From an optimization exercise on the open Yosys and OpenROAD flow, aimed at small area, a short achievable clock period and few clock cycles per item; shortcuts taken in it are not production practice.
In this exercise RTL edits were held to simulation tests only and were not proved equivalent to the original.
No activity file was given, so power comes from the tool's default toggle rates.

**flow/config.mk**
```make
export PLATFORM = sky130hd
export DESIGN_NAME = c_like_lexical_tokenizer
export DESIGN_NICKNAME = c_like_lexical_tokenizer
export VERILOG_FILES = /design/flow/design.v
export SDC_FILE = /design/flow/constraint.sdc
export NUM_CORES = 4
export LEC_CHECK = 0
export CAP_MARGIN = 20
export CORE_MARGIN = 2
export CORE_UTILIZATION = 40
export SLEW_MARGIN = 20
```
**flow/constraint.sdc**
```tcl
create_clock -name core_clock -period 11.0 [get_ports {clk}]
set_input_delay 2.2000 -clock core_clock [delete_from_list [all_inputs] [get_ports {clk}]]
set_output_delay 2.2000 -clock core_clock [all_outputs]
set_load 0.01 [all_outputs]
```
**flow/design.v**
```verilog
`default_nettype none
package ctok_pkg;
    localparam int POS_BITS = 24;
    localparam int LEN_BITS = 16;
    localparam int KIND_BITS = 6;
    localparam int OUT_BITS = KIND_BITS + POS_BITS + LEN_BITS + 2;
    localparam int PREFIX_CHARS_DEF = 8;
    localparam logic [POS_BITS-1:0] POS_MAX = '1;
    localparam logic [LEN_BITS-1:0] LEN_MAX = '1;
    localparam logic [KIND_BITS-1:0] K_END      = 6'd0;
    localparam logic [KIND_BITS-1:0] K_ERR      = 6'd1;
    localparam logic [KIND_BITS-1:0] K_STR      = 6'd2;
    localparam logic [KIND_BITS-1:0] K_NUM      = 6'd3;
    localparam logic [KIND_BITS-1:0] K_ID       = 6'd4;
    localparam logic [KIND_BITS-1:0] K_KW0      = 6'd5;
    localparam logic [KIND_BITS-1:0] K_INC      = 6'd22;
    localparam logic [KIND_BITS-1:0] K_PLUS     = 6'd23;
    localparam logic [KIND_BITS-1:0] K_DEC      = 6'd24;
    localparam logic [KIND_BITS-1:0] K_MINUS    = 6'd25;
    localparam logic [KIND_BITS-1:0] K_DIV      = 6'd26;
    localparam logic [KIND_BITS-1:0] K_LPAREN   = 6'd27;
    localparam logic [KIND_BITS-1:0] K_RPAREN   = 6'd28;
    localparam logic [KIND_BITS-1:0] K_LBRACE   = 6'd29;
    localparam logic [KIND_BITS-1:0] K_RBRACE   = 6'd30;
    localparam logic [KIND_BITS-1:0] K_LBRACKET = 6'd31;
    localparam logic [KIND_BITS-1:0] K_RBRACKET = 6'd32;
    localparam logic [KIND_BITS-1:0] K_SEMI     = 6'd33;
    localparam logic [KIND_BITS-1:0] K_COMMA    = 6'd34;
    localparam logic [KIND_BITS-1:0] K_DOT      = 6'd35;
    localparam logic [KIND_BITS-1:0] K_MUL      = 6'd36;
    localparam logic [KIND_BITS-1:0] K_EQ       = 6'd37;
    localparam logic [KIND_BITS-1:0] K_ARROW    = 6'd38;
    localparam logic [KIND_BITS-1:0] K_ASSIGN   = 6'd39;
    localparam logic [KIND_BITS-1:0] K_NE       = 6'd40;
    localparam logic [KIND_BITS-1:0] K_NOT      = 6'd41;
    localparam logic [KIND_BITS-1:0] K_LE       = 6'd42;
    localparam logic [KIND_BITS-1:0] K_LT       = 6'd43;
    localparam logic [KIND_BITS-1:0] K_GE       = 6'd44;
    localparam logic [KIND_BITS-1:0] K_GT       = 6'd45;
    localparam logic [KIND_BITS-1:0] K_AND      = 6'd46;
    localparam logic [KIND_BITS-1:0] K_AMP      = 6'd47;
    localparam logic [KIND_BITS-1:0] K_OR       = 6'd48;
    localparam int KW_COUNT = 17;
    localparam int KW_CHARS = 7;
    function automatic logic [8*KW_CHARS-1:0] kw_text(input int j);
        logic [8*KW_CHARS-1:0] t;
        case (j)
            0: t = "struct";
            1: t = "int";
            2: t = "string";
            3: t = "bool";
            4: t = "if";
            5: t = "else";
            6: t = "while";
            7: t = "do";
            8: t = "for";
            9: t = "switch";
            10: t = "case";
            11: t = "default";
            12: t = "break";
            13: t = "true";
            14: t = "false";
            15: t = "printf";
            16: t = "return";
            default: t = '0;
        endcase
        kw_text = t;
    endfunction
    function automatic logic [2:0] kw_len(input int j);
        logic [2:0] l;
        case (j)
            0: l = 3'd6;
            1: l = 3'd3;
            2: l = 3'd6;
            3: l = 3'd4;
            4: l = 3'd2;
            5: l = 3'd4;
            6: l = 3'd5;
            7: l = 3'd2;
            8: l = 3'd3;
            9: l = 3'd6;
            10: l = 3'd4;
            11: l = 3'd7;
            12: l = 3'd5;
            13: l = 3'd4;
            14: l = 3'd5;
            15: l = 3'd6;
            16: l = 3'd6;
            default: l = 3'd0;
        endcase
        kw_len = l;
    endfunction
    typedef struct packed {
        logic [7:0] ch;
        logic       has_char;
        logic       end_of_input;
    } ctok_in_t;
    typedef struct packed {
        logic [KIND_BITS-1:0] token_kind;
        logic [POS_BITS-1:0]  token_start;
        logic [LEN_BITS-1:0]  token_length;
        logic                 unclosed_comment;
        logic                 last_of_run;
    } ctok_out_t;
    function automatic logic is_digit(input logic [7:0] c);
        is_digit = (c >= "0") && (c <= "9");
    endfunction
    function automatic logic is_alpha(input logic [7:0] c);
        is_alpha = ((c >= "a") && (c <= "z")) || ((c >= "A") && (c <= "Z"));
    endfunction
    function automatic logic [KIND_BITS-1:0] ctok_kw_kind(
        input logic [KW_CHARS-1:0][7:0] p,
        input logic [LEN_BITS-1:0]      n
    );
        logic [8*KW_CHARS-1:0] cand;
        logic [KIND_BITS-1:0]  k;
        cand = '0;
        k    = K_ID;
        for (int i = 0; i < KW_CHARS; i++)
        begin
            if (LEN_BITS'(i) < n)
                cand = {cand[8*KW_CHARS-9:0], p[i]};
        end
        for (int j = 0; j < KW_COUNT; j++)
        begin
            if ((n == LEN_BITS'(kw_len(j))) && (cand == kw_text(j)))
                k = KIND_BITS'(K_KW0 + KIND_BITS'(j));
        end
        ctok_kw_kind = k;
    endfunction
endpackage
`default_nettype wire
`default_nettype none
module ctok_scan #(
    parameter int PREFIX_CHARS = ctok_pkg::PREFIX_CHARS_DEF
) (
    input  wire logic               clk,
    input  wire logic               rst_n,
    input  wire logic               accept,
    input  wire ctok_pkg::ctok_in_t item,
    output logic [1:0]               burst_n,
    output ctok_pkg::ctok_out_t      burst_tok0,
    output ctok_pkg::ctok_out_t      burst_tok1,
    output ctok_pkg::ctok_out_t      burst_tok2
);
    localparam int IDX_BITS = (PREFIX_CHARS > 1) ? $clog2(PREFIX_CHARS) : 1;
    localparam logic [4:0] M_IDLE       = 5'd0;
    localparam logic [4:0] M_SLASH      = 5'd1;
    localparam logic [4:0] M_LINE       = 5'd2;
    localparam logic [4:0] M_BLOCK      = 5'd3;
    localparam logic [4:0] M_BLOCK_STAR = 5'd4;
    localparam logic [4:0] M_STR        = 5'd5;
    localparam logic [4:0] M_STR_ESC    = 5'd6;
    localparam logic [4:0] M_NUM        = 5'd7;
    localparam logic [4:0] M_IDENT      = 5'd8;
    localparam logic [4:0] M_PLUS       = 5'd9;
    localparam logic [4:0] M_MINUS      = 5'd10;
    localparam logic [4:0] M_EQ         = 5'd11;
    localparam logic [4:0] M_BANG       = 5'd12;
    localparam logic [4:0] M_LT         = 5'd13;
    localparam logic [4:0] M_GT         = 5'd14;
    localparam logic [4:0] M_AMP        = 5'd15;
    localparam logic [4:0] M_BAR        = 5'd16;
    logic [4:0]          mode_reg, mode_next;
    logic [ctok_pkg::POS_BITS-1:0] pos_reg, pos_next;
    logic [ctok_pkg::POS_BITS-1:0] start_reg, start_next;
    logic [ctok_pkg::LEN_BITS-1:0] cnt_reg, cnt_next;
    logic [7:0]          pfx_reg [PREFIX_CHARS];
    function automatic logic [ctok_pkg::KIND_BITS:0] pend(
        input logic [4:0]           m,
        input logic [ctok_pkg::KIND_BITS-1:0] kwk
    );
        logic [ctok_pkg::KIND_BITS:0] r;
        r = {1'b0, ctok_pkg::K_ERR};
        case (m)
            M_SLASH: r = {1'b1, ctok_pkg::K_DIV};
            M_NUM:   r = {1'b1, ctok_pkg::K_NUM};
            M_IDENT: r = {1'b1, kwk};
            M_PLUS:  r = {1'b1, ctok_pkg::K_PLUS};
            M_MINUS: r = {1'b1, ctok_pkg::K_MINUS};
            M_EQ:    r = {1'b1, ctok_pkg::K_ASSIGN};
            M_BANG:  r = {1'b1, ctok_pkg::K_NOT};
            M_LT:    r = {1'b1, ctok_pkg::K_LT};
            M_GT:    r = {1'b1, ctok_pkg::K_GT};
            M_AMP:   r = {1'b1, ctok_pkg::K_AMP};
            M_BAR:   r = {1'b1, ctok_pkg::K_ERR};
            default: r = {1'b0, ctok_pkg::K_ERR};
        endcase
        pend = r;
    endfunction
    logic [7:0]             c;
    logic [4:0]             mode1;
    logic [ctok_pkg::POS_BITS-1:0]    start1, pos1;
    logic [ctok_pkg::LEN_BITS-1:0]    cnt_base, cnt1;
    logic                   do_start, do_flush, do_count, str_close;
    logic                   a_v, b_v, f_v, unc;
    logic [ctok_pkg::KIND_BITS-1:0]   a_kind, b_kind, f_kind;
    logic [ctok_pkg::LEN_BITS-1:0]    a_len, f_len;
    logic [ctok_pkg::POS_BITS-1:0]    f_start;
    logic                   pfx_we;
    logic [IDX_BITS-1:0]    pfx_idx;
    logic [ctok_pkg::KW_CHARS-1:0][7:0] cur7, nxt7;
    logic [ctok_pkg::KIND_BITS-1:0]   kw_cur, kw_fin;
    logic [ctok_pkg::KIND_BITS:0]     pend_cur, pend_fin;
    logic [1:0]             k;
    assign c = item.ch;
    always_comb
    begin
        for (int i = 0; i < ctok_pkg::KW_CHARS; i++)
        begin
            cur7[i] = pfx_reg[i];
            nxt7[i] = (pfx_we && (pfx_idx == IDX_BITS'(i))) ? c : pfx_reg[i];
        end
    end
    assign kw_cur   = ctok_pkg::ctok_kw_kind(cur7, cnt_reg);
    assign pend_cur = pend(mode_reg, kw_cur);
    always_comb
    begin
        mode1     = mode_reg;
        start1    = start_reg;
        cnt_base  = cnt_reg;
        do_start  = 1'b0;
        do_flush  = 1'b0;
        do_count  = 1'b0;
        str_close = 1'b0;
        a_v       = 1'b0;
        a_kind    = ctok_pkg::K_ERR;
        a_len     = ctok_pkg::LEN_BITS'(2);
        b_v       = 1'b0;
        b_kind    = ctok_pkg::K_ERR;
        if (item.has_char)
        begin
            unique case (mode_reg)
                M_IDLE: do_start = 1'b1;
                M_LINE: if (c == "\n") mode1 = M_IDLE;
                M_BLOCK: if (c == "*") mode1 = M_BLOCK_STAR;
                M_BLOCK_STAR:
                begin
                    if (c == "/")
                        mode1 = M_IDLE;
                    else if (c != "*")
                        mode1 = M_BLOCK;
                end
                M_STR:
                begin
                    do_count = 1'b1;
                    if (c == "\"")
                    begin
                        str_close = 1'b1;
                        mode1     = M_IDLE;
                    end
                    else if (c == "\\")
                        mode1 = M_STR_ESC;
                end
                M_STR_ESC:
                begin
                    do_count = 1'b1;
                    mode1    = M_STR;
                end
                M_SLASH:
                begin
                    if (c == "/")
                        mode1 = M_LINE;
                    else if (c == "*")
                        mode1 = M_BLOCK;
                    else
                        do_flush = 1'b1;
                end
                M_NUM:
                begin
                    if (ctok_pkg::is_digit(c))
                        do_count = 1'b1;
                    else
                        do_flush = 1'b1;
                end
                M_IDENT:
                begin
                    if (ctok_pkg::is_alpha(c) || ctok_pkg::is_digit(c) || (c == "_"))
                        do_count = 1'b1;
                    else
                        do_flush = 1'b1;
                end
                M_PLUS:
                begin
                    if (c == "+") begin a_v = 1'b1; a_kind = ctok_pkg::K_INC; mode1 = M_IDLE; end
                    else do_flush = 1'b1;
                end
                M_MINUS:
                begin
                    if (c == "-") begin a_v = 1'b1; a_kind = ctok_pkg::K_DEC; mode1 = M_IDLE; end
                    else do_flush = 1'b1;
                end
                M_EQ:
                begin
                    if (c == "=") begin a_v = 1'b1; a_kind = ctok_pkg::K_EQ; mode1 = M_IDLE; end
                    else if (c == ">") begin a_v = 1'b1; a_kind = ctok_pkg::K_ARROW; mode1 = M_IDLE; end
                    else do_flush = 1'b1;
                end
                M_BANG:
                begin
                    if (c == "=") begin a_v = 1'b1; a_kind = ctok_pkg::K_NE; mode1 = M_IDLE; end
                    else do_flush = 1'b1;
                end
                M_LT:
                begin
                    if (c == "=") begin a_v = 1'b1; a_kind = ctok_pkg::K_LE; mode1 = M_IDLE; end
                    else do_flush = 1'b1;
                end
                M_GT:
                begin
                    if (c == "=") begin a_v = 1'b1; a_kind = ctok_pkg::K_GE; mode1 = M_IDLE; end
                    else do_flush = 1'b1;
                end
                M_AMP:
                begin
                    if (c == "&") begin a_v = 1'b1; a_kind = ctok_pkg::K_AND; mode1 = M_IDLE; end
                    else do_flush = 1'b1;
                end
                M_BAR:
                begin
                    if (c == "|") begin a_v = 1'b1; a_kind = ctok_pkg::K_OR; mode1 = M_IDLE; end
                    else do_flush = 1'b1;
                end
                default: do_start = 1'b1;
            endcase
        end
        if (do_flush)
        begin
            a_v      = 1'b1;
            a_kind   = pend_cur[ctok_pkg::KIND_BITS-1:0];
            a_len    = ((mode_reg == M_NUM) || (mode_reg == M_IDENT)) ?
                       cnt_reg : ctok_pkg::LEN_BITS'(1);
            do_start = 1'b1;
        end
        if (do_start)
        begin
            start1   = pos_reg;
            cnt_base = '0;
            mode1    = M_IDLE;
            if ((c == " ") || (c == "\t") || (c == "\r") || (c == "\n"))
                mode1 = M_IDLE;
            else if (c == "\"")
            begin
                do_count = 1'b1;
                mode1    = M_STR;
            end
            else if (ctok_pkg::is_digit(c))
            begin
                do_count = 1'b1;
                mode1    = M_NUM;
            end
            else if (ctok_pkg::is_alpha(c) || (c == "_"))
            begin
                do_count = 1'b1;
                mode1    = M_IDENT;
            end
            else
            begin
                case (c)
                    "/": mode1 = M_SLASH;
                    "+": mode1 = M_PLUS;
                    "-": mode1 = M_MINUS;
                    "=": mode1 = M_EQ;
                    "!": mode1 = M_BANG;
                    "<": mode1 = M_LT;
                    ">": mode1 = M_GT;
                    "&": mode1 = M_AMP;
                    "|": mode1 = M_BAR;
                    "(": begin b_v = 1'b1; b_kind = ctok_pkg::K_LPAREN;   end
                    ")": begin b_v = 1'b1; b_kind = ctok_pkg::K_RPAREN;   end
                    "{": begin b_v = 1'b1; b_kind = ctok_pkg::K_LBRACE;   end
                    "}": begin b_v = 1'b1; b_kind = ctok_pkg::K_RBRACE;   end
                    "[": begin b_v = 1'b1; b_kind = ctok_pkg::K_LBRACKET; end
                    "]": begin b_v = 1'b1; b_kind = ctok_pkg::K_RBRACKET; end
                    ";": begin b_v = 1'b1; b_kind = ctok_pkg::K_SEMI;     end
                    ",": begin b_v = 1'b1; b_kind = ctok_pkg::K_COMMA;    end
                    ".": begin b_v = 1'b1; b_kind = ctok_pkg::K_DOT;      end
                    "*": begin b_v = 1'b1; b_kind = ctok_pkg::K_MUL;      end
                    default: begin b_v = 1'b1; b_kind = ctok_pkg::K_ERR;  end
                endcase
            end
        end
        if (do_count)
            cnt1 = (cnt_base == ctok_pkg::LEN_MAX) ? cnt_base : cnt_base + ctok_pkg::LEN_BITS'(1);
        else
            cnt1 = cnt_base;
        pfx_we  = do_count && (cnt_base < ctok_pkg::LEN_BITS'(PREFIX_CHARS));
        pfx_idx = cnt_base[IDX_BITS-1:0];
        if (str_close)
        begin
            a_v    = 1'b1;
            a_kind = ctok_pkg::K_STR;
            a_len  = cnt1;
        end
        if (item.has_char && (pos_reg != ctok_pkg::POS_MAX))
            pos1 = pos_reg + ctok_pkg::POS_BITS'(1);
        else
            pos1 = pos_reg;
    end
    assign kw_fin   = ctok_pkg::ctok_kw_kind(nxt7, cnt1);
    assign pend_fin = pend(mode1, kw_fin);
    always_comb
    begin
        unc     = 1'b0;
        f_v     = 1'b0;
        f_kind  = ctok_pkg::K_ERR;
        f_start = start1;
        f_len   = ctok_pkg::LEN_BITS'(1);
        if ((mode1 == M_BLOCK) || (mode1 == M_BLOCK_STAR))
            unc = 1'b1;
        else if ((mode1 == M_STR) || (mode1 == M_STR_ESC))
        begin
            f_v   = 1'b1;
            f_len = cnt1;
        end
        else
        begin
            f_v    = pend_fin[ctok_pkg::KIND_BITS];
            f_kind = pend_fin[ctok_pkg::KIND_BITS-1:0];
            if ((mode1 == M_NUM) || (mode1 == M_IDENT))
                f_len = cnt1;
        end
        if (!item.end_of_input)
            f_v = 1'b0;
    end
    ctok_pkg::ctok_out_t t_a, t_b, t_f, t_e;
    ctok_pkg::ctok_out_t slot0, slot1, slot2, slot3;
    always_comb
    begin
        t_a = '0;
        t_a.token_kind   = a_kind;
        t_a.token_start  = start_reg;
        t_a.token_length = a_len;
        t_a.last_of_run  = !b_v && !f_v && !item.end_of_input;
        t_b = '0;
        t_b.token_kind   = b_kind;
        t_b.token_start  = pos_reg;
        t_b.token_length = ctok_pkg::LEN_BITS'(1);
        t_b.last_of_run  = !f_v && !item.end_of_input;
        t_f = '0;
        t_f.token_kind   = f_kind;
        t_f.token_start  = f_start;
        t_f.token_length = f_len;
        t_f.last_of_run  = !item.end_of_input;
        t_e = '0;
        t_e.token_kind       = ctok_pkg::K_END;
        t_e.token_start      = pos1;
        t_e.token_length     = '0;
        t_e.unclosed_comment = unc;
        t_e.last_of_run      = 1'b1;
        slot0 = '0;
        slot1 = '0;
        slot2 = '0;
        slot3 = '0;
        k = '0;
        if (a_v)
        begin
            case (k)
                2'd0: slot0 = t_a;
                2'd1: slot1 = t_a;
                2'd2: slot2 = t_a;
                default: slot3 = t_a;
            endcase
            k = k + 2'd1;
        end
        if (b_v)
        begin
            case (k)
                2'd0: slot0 = t_b;
                2'd1: slot1 = t_b;
                2'd2: slot2 = t_b;
                default: slot3 = t_b;
            endcase
            k = k + 2'd1;
        end
        if (f_v)
        begin
            case (k)
                2'd0: slot0 = t_f;
                2'd1: slot1 = t_f;
                2'd2: slot2 = t_f;
                default: slot3 = t_f;
            endcase
            k = k + 2'd1;
        end
        if (item.end_of_input)
        begin
            case (k)
                2'd0: slot0 = t_e;
                2'd1: slot1 = t_e;
                2'd2: slot2 = t_e;
                default: slot3 = t_e;
            endcase
            k = k + 2'd1;
        end
        burst_tok0 = slot0;
        burst_tok1 = slot1;
        burst_tok2 = slot2;
        burst_n    = k;
    end
    always_comb
    begin
        mode_next  = mode_reg;
        pos_next   = pos_reg;
        start_next = start_reg;
        cnt_next   = cnt_reg;
        if (accept)
        begin
            if (item.end_of_input)
            begin
                mode_next  = M_IDLE;
                pos_next   = '0;
                start_next = '0;
                cnt_next   = '0;
            end
            else
            begin
                mode_next  = mode1;
                pos_next   = pos1;
                start_next = start1;
                cnt_next   = cnt1;
            end
        end
    end
    always_ff @(posedge clk or negedge rst_n)
    begin
        if (!rst_n)
        begin
            mode_reg  <= M_IDLE;
            pos_reg   <= '0;
            start_reg <= '0;
            cnt_reg   <= '0;
        end
        else
        begin
            mode_reg  <= mode_next;
            pos_reg   <= pos_next;
            start_reg <= start_next;
            cnt_reg   <= cnt_next;
        end
    end
    always_ff @(posedge clk)
    begin
        for (int i = 0; i < PREFIX_CHARS; i++)
            if (accept && pfx_we && (pfx_idx == IDX_BITS'(i)))
                pfx_reg[i] <= c;
    end
endmodule
`default_nettype wire
`default_nettype none
module c_like_lexical_tokenizer #(
    parameter int PREFIX_CHARS = ctok_pkg::PREFIX_CHARS_DEF
) (
    input  wire logic               clk,
    input  wire logic               rst_n,
    input  wire logic               src_valid,
    output logic                    src_ready,
    input  wire ctok_pkg::ctok_in_t src_item,
    output logic                    tok_valid,
    input  wire logic               tok_ready,
    output ctok_pkg::ctok_out_t     tok_item
);
    localparam int BUF_DEPTH = 4;
    localparam int OUT_W     = ctok_pkg::OUT_BITS;
    logic        accept, pop;
    logic [1:0]            burst_n;
    ctok_pkg::ctok_out_t   burst_tok0, burst_tok1, burst_tok2;
    logic [2:0][OUT_W-1:0] burst_tok;
    logic [BUF_DEPTH-1:0][OUT_W-1:0] buf_reg;
    logic [BUF_DEPTH-1:0][OUT_W-1:0] buf_next;
    logic [2:0]  cnt_reg, cnt_next, base;
    assign src_ready = (cnt_reg <= 3'd1);
    assign accept    = src_valid && src_ready;
    assign tok_valid = (cnt_reg != 3'd0);
    assign tok_item  = buf_reg[0];
    assign pop       = tok_valid && tok_ready;
    ctok_scan #(
        .PREFIX_CHARS (PREFIX_CHARS)
    ) u_scan (
        .clk    (clk),
        .rst_n  (rst_n),
        .accept (accept),
        .item   (src_item),
        .burst_n    (burst_n),
        .burst_tok0 (burst_tok0),
        .burst_tok1 (burst_tok1),
        .burst_tok2 (burst_tok2)
    );
    assign burst_tok = {burst_tok2, burst_tok1, burst_tok0};
    always_comb
    begin
        for (int i = 0; i < BUF_DEPTH; i++)
            buf_next[i] = buf_reg[i];
        base = cnt_reg - {2'b00, pop};
        if (pop)
        begin
            for (int i = 0; i < BUF_DEPTH - 1; i++)
                buf_next[i] = buf_reg[i + 1];
        end
        if (accept)
        begin
            for (int i = 0; i < 3; i++)
            begin
                for (int j = 0; j < BUF_DEPTH; j++)
                    if ((2'(i) < burst_n) && (2'(base + 3'(i)) == 2'(j)))
                        buf_next[j] = burst_tok[i];
            end
            cnt_next = base + {1'b0, burst_n};
        end
        else
            cnt_next = base;
    end
    always_ff @(posedge clk or negedge rst_n)
    begin
        if (!rst_n)
            cnt_reg <= '0;
        else
            cnt_reg <= cnt_next;
    end
    always_ff @(posedge clk)
    begin
        for (int i = 0; i < BUF_DEPTH; i++)
            buf_reg[i] <= buf_next[i];
    end
endmodule
`default_nettype wire
```
**flow/run.sh**
```bash
#!/bin/bash
# synth_recipe.tcl (not shown) runs the flow's synth.tcl, then flattens the netlist and writes it again
# the make line also repeats each setting of config.mk as NAME=value (left out here)
make -C /OpenROAD-flow-scripts/flow DESIGN_CONFIG=/design/flow/config.mk WORK_HOME=/design/flow/orfs CLKGATE_MAP_FILE= SYNTH_SCRIPT=/design/flow/synth_recipe.tcl finish
```
==> summary.txt <==
FP Rows = 100
CTS H-tree depth = 2
Most frequent cells in the layout = nand2_1 (618), o21ai_0 (283), nand3_1 (256)
Clock-pin transition on the worst setup and hold timing paths = 0.06 ns
Worst EP required = 11.50 ns
Synthesized netlist cell count = 4,083
Slew headroom = 0.260
# DRC = 0
Worst vdd ir = 0.231 mV
Reg2reg path depth = 30
Post-Syn Nets = 4,113
First-pass GRT wire length = 216,000 um
Post-CTS Setup Inserts = 0
Layout cells sized above 1 = 0.0973
Vias in the first global route = 32,300
Hold Path Class = flop to flop
Pre-CTS setup slack = 0.168 ns
Post-CTS Resized = 0
Clk root buf = clkbuf_16
Pleak = 11.7 nW
Worst clock skew = 0.0408 ns
Worst endpoint data arrival time = 10.97 ns
Sink Count = 320
Crit path kind = input pin to flop
DP HPWL = 104,000 um
Final hold vios = 0
Final worst slack = 0.524 ns
Startpoint Class = input pin
CTS hold repair buffers = 0
TritonCTS clock tree = done
GP Congestion = 1.02
Die Y = 278 um
Commonest non-fill, non-tap cell in the layout = nand2_1
Final Net Count = 4,005
Final setup vio count = 0
RSZ-0062 raised after global routing = false
Wirelength per Cell = 29.1 um
CTS Buf Count = 42
Via count = 34,800
Post-layout min period = 10.48 ns
Clock latency (worst-skew pair) = 0.61 ns
Final setup TNS = 0 ns
Synth area leader = edfxtp_1
Final count of pins violating max slew = 0
Crit path capture = buf_reg[44]
Die ar. = 0.0770 mm^2
Design area = 0.0331 mm^2
Mapped Area = 0.0299 mm^2
Initial DRC count = 5,205
Area Growth Syn to Fin = 10.5%
Clock buffer depth = 3
Antenna violations before repair = 3
Worst R2R Start = u_scan.mode_reg[0]
DP Area = 0.0317 mm^2
# Max-Cap Violations = 0
Tightest Pin Transition = 1.08 ns
Crit. Startpoint = src_item[6]
Global route overflow = 0
Detailed Routing Iterations Pass 1 = 8
R2r endpoint = buf_reg[188]
Status = finished clean
DR vias/cell = 6.98
I/O pin count = 64
Post-synth EDFFs = 104
Gr usage total = 0.363
Starting Density = 0.403
Max FFs per register = 192
IO Port Bufs = 63
FF-to-FF setup slack = 2.06 ns
Core Box Area = 0.0743 mm^2
Register area share after synthesis = 0.261
Ys async rst share = 0.225
Pin count of the biggest net entering global routing = 99
Syn. warnings = 3
Antenna-violating nets left = 0
#FFs+latches synth = 320
Crit-path max FO = 13
Area contributors post-synth = edfxtp_1 (10%), dfxtp_1 (9.6%), nand2_1 (7.8%)
Top-area cell type share of the netlist area = 0.104
Critical Path Slowest Stage Cell = o32ai_1
PD cells = 401 mW/mm^2
WL final = 145,000 um
Max Fclk = 95.5 MHz
Die width = 278 um
Mean post-synth cell area = 7.33 um^2
Fin crit share = 0.952
Synth Flop Type = dfxtp_1
Max incr delay on CP = 0.90 ns
Netlist cell types = 108
Crit end category = flop
[cell type report]
type                    count  area (um^2)
inverters                  53          199
flip-flops and latches    320         7810
fillers                  7710        41200
repair buffers            262         2160
multi-input cells        3296        20300
clock inverters            15          180
well taps                 969         1210
diodes                      4         10.0
clock buffers              61         1200
[cells by family (layout without fill, tap and decap cells)]
| group | count (synthesis) | count (layout) | synth area share |
|---|---|---|---|
| multiplexers | 230 | 230 | 0.0785 |
| buffers and inverters | 467 | 391 | 0.0651 |
| AND/OR/NAND/NOR | 1642 | 1642 | 0.267 |
| XOR/XNOR | 42 | 42 | 0.0123 |
| AO/OA/AOI/OAI | 1366 | 1366 | 0.309 |
| flip-flops | 320 | 320 | 0.261 |
| other | 0 | 4 | 0 |
| adder cells (fa/ha/maj) | 16 | 16 | 0.00694 |
[worst min-delay path by stage]
stage                    startpoint                    to  slack, ns  cells past startpoint
2_1_floorplan   u_scan.start_reg[0]   u_scan.start_reg[0]       0.47                      2
3_3_place_gp   u_scan.start_reg[18]  u_scan.start_reg[18]       0.49                      2
3_5_place_dp   u_scan.start_reg[18]  u_scan.start_reg[18]       0.50                      2
4_1_cts        u_scan.start_reg[18]  u_scan.start_reg[18]       0.51                      2
5_1_grt                 buf_reg[56]           buf_reg[56]       0.55                      2
6_report       u_scan.start_reg[18]  u_scan.start_reg[18]       0.51                      2
[Yosys cell counts (38+ instances only)]
cell	instances
nand2_1	623
clkbuf_1	321
o21ai_0	283
nand3_1	258
nor2_1	237
a21oi_1	222
mux2i_1	192
dfxtp_1	144
o211ai_1	120
nor3_1	106
edfxtp_1	104
o22ai_1	94
a31oi_1	88
dfrtp_1	72
a211oi_1	64
nand4_1	59
o22a_1	53
inv_1	51
a221oi_1	49
a21o_1	48
buf_4	48
nor4_1	48
and3_1	43
a22oi_1	42
and2_1	41
mux2_2	38
[report_power, final]
part	leakage [nW]	internal, mW	switching [mW]	total [mW]
combinational	7.91	3.28	6.68	9.96
sequential	3.14	1.64	0.258	1.90
clock	0.681	0.815	0.600	1.42
[routing by layer]
| layer | routed length, um | vias to the layer above | GRT usage |
|---|---|---|---|
| met5 | 0 | - | 0 |
| li1 | - | 15300 | - |
| met3 | 17800 | 397 | 0.0956 |
| met1 | 62400 | 16700 | 0.519 |
| met2 | 59300 | 2383 | 0.520 |
| met4 | 5740 | 0 | 0.133 |
[through the flow]
step	power, mW	instances	hold WS (ns)	util
after floorplan	8.27	4083	0.471	-
after global placement	11.5	4900	0.489	0.426
after detailed placement	11.5	4900	0.499	0.426
after CTS	12.9	4976	0.512	0.445
after global routing	14.0	4976	0.553	0.445
final	13.3	4980	0.511	0.445
[critical path, delay by kind of cell]
| family | cells | cell delay [ns] |
|---|---|---|
| buffers and inverters | 5 | 1.23 |
| adder cells (fa/ha/maj) | 1 | 0.20 |
| XOR/XNOR | 1 | 0.21 |
| AO/OA/AOI/OAI | 13 | 4.36 |
| AND/OR/NAND/NOR | 12 | 2.75 |
Testbench counts, summed over its fixed seeds: cycles 36,706, items 34,820.

re-timing with driven ports:
The flow's constraints put no driver on any port. The routed layout listed below was extracted and timed again, unchanged, in two steps. Step 1 assumes that a clkbuf_16 drives the clock port and a buf_2 every other input. Step 2, shift: input delay + t, output delay - t, t = (earliest + latest rising clock arrival at the registers) / 2. This alone moves slack from input paths to output paths. Three values: ideal, step 1, step 2; two values: the first two.
shift t [ns]: 0.651
setup slack, ns: 0.524 / 0.568 / -0.083
latest minus earliest clock arrival (ns): 0.041 / 0.040
cell pins on the clock port's net: 1
Met with ideal ports but missed after step 2: setup timing in this run. The setup slack of this run moves by +0.044 ns with the drivers and by -0.607 ns with both steps.
